Context: an optimization exercise on an open-source flow, tuned for small area and a short achievable clock period. The choices shown serve that exercise and are no tape-out recipe. In this exercise RTL edits were held to simulation tests only and were not proved equivalent to the original. No driver is modelled on the clock port, so clocking that relies on it looks cheaper here than on a real chip. No activity file was given, so power comes from the tool's default toggle rates.

v9:
==> flow/design.v (excerpt) <==
module aixh_mxc_upper_hchain
#(
    parameter int               NTILE         = 8,
    parameter int               CWIDTH        = 32,
    parameter int               DWIDTH        = 64,
    parameter int               FIFO_DEPTH    = 4,
    parameter logic [NTILE-1:0] REPEATER_MASK = 8'b10101010
) (
    input  logic                      aixh_core_clk2x,
    input  logic                      aixh_core_rstn,
    input  logic                      i_fwd_vld,
    input  logic [CWIDTH-1:0]         i_fwd_cmd,
    output logic [NTILE-1:0]          o_tile_cmd_vld,
    output logic [NTILE*CWIDTH-1:0]   o_tile_cmd,
    input  logic [NTILE-1:0]          i_tile_bwd_vld,
    input  logic [NTILE*DWIDTH-1:0]   i_tile_bwd_dat,
    output logic                      o_bwd_vld,
    output logic [DWIDTH-1:0]         o_bwd_dat,
    output logic [$clog2(NTILE)-1:0]  o_bwd_tid,
    input  logic                      i_bwd_rdy,
    output logic [NTILE-1:0]          o_ovf,
    input  logic                      i_ovf_clr
);
export LEC_CHECK = 0
export CAP_MARGIN = 20
export CORE_MARGIN = 2
export CORE_UTILIZATION = 40
export CTS_CLUSTER_DIAMETER = 100
export CTS_CLUSTER_SIZE = 20
export SETUP_SLACK_MARGIN = 2.9
export SLEW_MARGIN = 20
create_clock -name core_clock -period 5.5 [get_ports {aixh_core_clk2x}]
standard.sh (not shown) runs the stock make flow with config.mk's settings and CLKGATE_MAP_FILE= SYNTH_SCRIPT=/design/flow/synth_recipe.tcl, a recipe that flattens the netlist after the stock synthesis.
==> flow/flow/run.sh <==
#!/bin/bash
# Standard ORFS layout, except that the port buffers buffer_ports inserts are
# plain sky130_fd_sc_hd__buf_1 cells instead of the resizer's default pick
# (a slow clkdlybuf4s50 delay cell). Every port still gets its own buffer;
# timing repair may upsize it later as usual.
set -euo pipefail
export BUFFER_PORTS_ARGS="-buffer_cell sky130_fd_sc_hd__buf_1"
bash standard.sh finish > flow.log 2>&1
v9 was carried through to the last stage, and its layout satisfied the timing, design-rule and antenna checks.
> inputs changed (v9 -> v25)
Settings: a change of SETUP_SLACK_MARGIN from 2.9 to 2.8; a change of CORE_UTILIZATION from 40 to 55.
==> flow/flow/run.sh <==
#!/bin/bash
# Standard ORFS layout with two changes:
# - the port buffers buffer_ports inserts are plain sky130_fd_sc_hd__buf_1
#   cells instead of the resizer's default pick (a slow clkdlybuf4s50 delay
#   cell); every port still gets its own buffer;
# - after CTS, flow/post_cts.tcl runs one more setup repair that may resize
#   cells across footprints, then legalizes the placement.
# Each tool's output goes to a log file of its own in this folder.
set -euo pipefail
export BUFFER_PORTS_ARGS="-buffer_cell sky130_fd_sc_hd__buf_1"
bash standard.sh cts > flow_to_cts.log 2>&1
RESULTS="$PWD/orfs/results/$FLOW_PLATFORM/aixh_mxc_upper_hchain/base" POST_CTS_MARGIN=3.0 \
  openroad -exit -no_init flow/post_cts.tcl > post_cts.log 2>&1
bash standard.sh finish > flow_finish.log 2>&1
==> flow/flow/post_cts.tcl (new file) <==
# Extra setup repair between ORFS's CTS and global-route steps.
# Reads the CTS result, repairs setup against a slack margin with resizing
# that may change a cell's footprint (ORFS's own repair keeps footprints),
# legalizes the placement and writes the CTS result back.
set results $::env(RESULTS)
read_db $results/4_cts.odb
read_liberty $::env(FLOW_HOME)/platforms/sky130hd/lib/sky130_fd_sc_hd__tt_025C_1v80.lib
read_sdc $results/4_cts.sdc
source $::env(FLOW_HOME)/platforms/sky130hd/setRC.tcl
# The platform's DONT_USE_CELLS: the probe cells and every lpflow cell.
set_dont_use {sky130_fd_sc_hd__probe_p_8 sky130_fd_sc_hd__probec_p_8 sky130_fd_sc_hd__lpflow_*}
estimate_parasitics -placement
set_propagated_clock [all_clocks]
puts "post_cts: before repair worst setup slack [worst_slack -max]"
repair_timing -setup -setup_margin $::env(POST_CTS_MARGIN) \
  -sequence "sizeup,swap,buffer,clone" -max_passes 100 -verbose
detailed_placement
check_placement -verbose
estimate_parasitics -placement
puts "post_cts: after repair worst setup slack [worst_slack -max]"
write_db $results/4_1_cts.odb
write_db $results/4_cts.odb
==> comparison <==
- Per the comparison of v25 with v9, maximum clock frequency picked up an extra 12 MHz; number of DRC violations after detailed-routing iteration 0 lost 325; routed metal-1 wirelength lost about 7%; sum of routed wire length over all layers lost about 9%.
- The lower total net switching power of v25 and v9 is in v25.
- v9 has lower fraction of met1 tracks used by global routing than v25.
- Compared with v9, v25 shows number of cells on the critical path higher by 4.
- Compared to v9, v25 has power consumption about 2.8% lower.

========
Another version of the RTL of aixh_mxc_upper_hchain (not shown whole).
Size in the first run: roughly 2400 flip-flops, about 900 I/O pins.
export LEC_CHECK = 0
export CAP_MARGIN = 20
export CORE_MARGIN = 2
export CORE_UTILIZATION = 55
export CTS_CLUSTER_DIAMETER = 100
export CTS_CLUSTER_SIZE = 25
export SETUP_SLACK_MARGIN = 2.8
export SLEW_MARGIN = 20
export SYNTH_HIERARCHICAL = 1
export SYNTH_MINIMUM_KEEP_SIZE = 0
create_clock -name core_clock -period 5.5 [get_ports {aixh_core_clk2x}]
==> flow/flow/run.sh <==
#!/bin/bash
# Standard ORFS layout, except that the port buffers buffer_ports inserts are
# plain sky130_fd_sc_hd__buf_1 cells instead of the resizer's default pick
# (a slow clkdlybuf4s50 delay cell). Every port still gets its own buffer;
# timing repair may upsize it later as usual.
set -euo pipefail
export BUFFER_PORTS_ARGS="-buffer_cell sky130_fd_sc_hd__buf_1"
bash standard.sh finish > flow.log 2>&1
Change:
==> flow/flow/run.sh (replaced) <==
#!/bin/bash
# Standard ORFS layout, except that the port buffers buffer_ports inserts are
# plain sky130_fd_sc_hd__buf_2 cells instead of the resizer's default pick
# (a slow clkdlybuf4s50 delay cell). Every port still gets its own buffer;
# timing repair may upsize it later as usual.
set -euo pipefail
export BUFFER_PORTS_ARGS="-buffer_cell sky130_fd_sc_hd__buf_2"
bash standard.sh finish > flow.log 2>&1
Settings changed: SETUP_SLACK_MARGIN 2.8 to 2.9.
What happened: The changed run went through all stages and came out clean. Combinational power goes up by a few percent. Synthesized cell count does not change. Setup slack gets better by 0.025 ns. Worst hold slack improved by 0.0096 ns. Die area is unchanged. Utilization grows by 1.0 points. Flip-flop and latch count does not change.

========
Setup of lane 1:
aixh_mxc_upper_hchain, a different RTL version from the one above (not shown whole).
Size in the first run: about 2400 flip-flops, ~900 I/O pins, roughly 84000 sq um of cells after synthesis.
export LEC_CHECK = 0
export CAP_MARGIN = 20
export CORE_MARGIN = 2
export CORE_UTILIZATION = 55
export CTS_CLUSTER_DIAMETER = 100
export CTS_CLUSTER_SIZE = 25
export SETUP_SLACK_MARGIN = 3.0
export SLEW_MARGIN = 20
export SYNTH_HIERARCHICAL = 1
export SYNTH_MINIMUM_KEEP_SIZE = 0
create_clock -name core_clock -period 5.5 [get_ports {aixh_core_clk2x}]
==> flow/flow/run.sh <==
#!/bin/bash
# Standard ORFS layout, except that the port buffers buffer_ports inserts are
# plain sky130_fd_sc_hd__buf_2 cells instead of the resizer's default pick
# (a slow clkdlybuf4s50 delay cell). Every port still gets its own buffer;
# timing repair may upsize it later as usual.
set -euo pipefail
export BUFFER_PORTS_ARGS="-buffer_cell sky130_fd_sc_hd__buf_2"
bash standard.sh finish > flow.log 2>&1
Lane 1 has completed all stages; timing, DRC and antenna checks passed.
Edits applied to the flow inputs when going from lane 1 to lane 2:
- changing SETUP_SLACK_MARGIN from 3.0 to 2.9
Results
- Wire length sits lower in lane 2 than in lane 1.
- Lane 2 ends up with a first-iteration DRC count that is 3.9% lower than in lane 1.
- For lane 2, the cell type of the slowest stage on the worst timing path was sky130_fd_sc_hd__a222oi_1, unlike lane 1, where it was sky130_fd_sc_hd__dfrtp_2.
- Compared with lane 1, lane 2 degrades register-to-register path setup slack.
- Status: clock power parity (lane 1, lane 2)
- Summary: with lane 1 as the reference, detailed-placement wirelength estimate in lane 2 moved down by a few percent.
- Compared with lane 1, in lane 2 wire length of the first global-routing pass down 14000 um; number of buffer and inverter stages on the critical path down 1; sequential fraction of the synthesis area flat.
- Timing startpoint of the critical path = g_bwd[1].u_fifo.rsel[1]$_DFF_P_: lane 2; timing startpoint of the critical path = out_vld$_DFFE_PN0P_: lane 1

separate check: timing with driven ports:
The results above use ideal ports. As a check the final layouts listed here were re-extracted and re-timed, cells and wires unchanged. Step 1 sets driving cells, clkbuf_16 on the clock port and buf_2 on the other inputs (assumed; they add their load-dependent delay and slew). Step 2 adds t to the input delays and takes it off the output delays; t is the mean of the earliest and latest rising clock arrival at the registers after step 1. Input paths then give back, and output paths get back, about the clock's delay inside the block. a / b / c = no drivers / after step 1 / after step 2; a / b = the first two.
| run | t, ns | setup slack, ns | worst setup path after step 2 |
|---|---|---|---|
| v9 | 0.947 | 2.684 / 2.583 / 2.090 | input to register |
| v25 | 0.871 | 2.773 / 2.773 / 1.992 | input to register |
| the first run of note 2 | 0.849 | 2.726 / 2.607 / 1.758 | input to register |
| the second run of note 2 | 0.854 | 2.751 / 2.751 / 2.162 | input to register |
| lane 1 | 0.847 | 2.939 / 2.847 / 2.107 | input to register |
| lane 2 | 0.858 | 2.770 / 2.770 / 1.963 | input to register |
After both steps setup and hold are still met in every run listed. For the first run of note 2, which loses most, drivers alone change the setup slack by -0.119 ns; drivers and shift together by -0.968 ns.
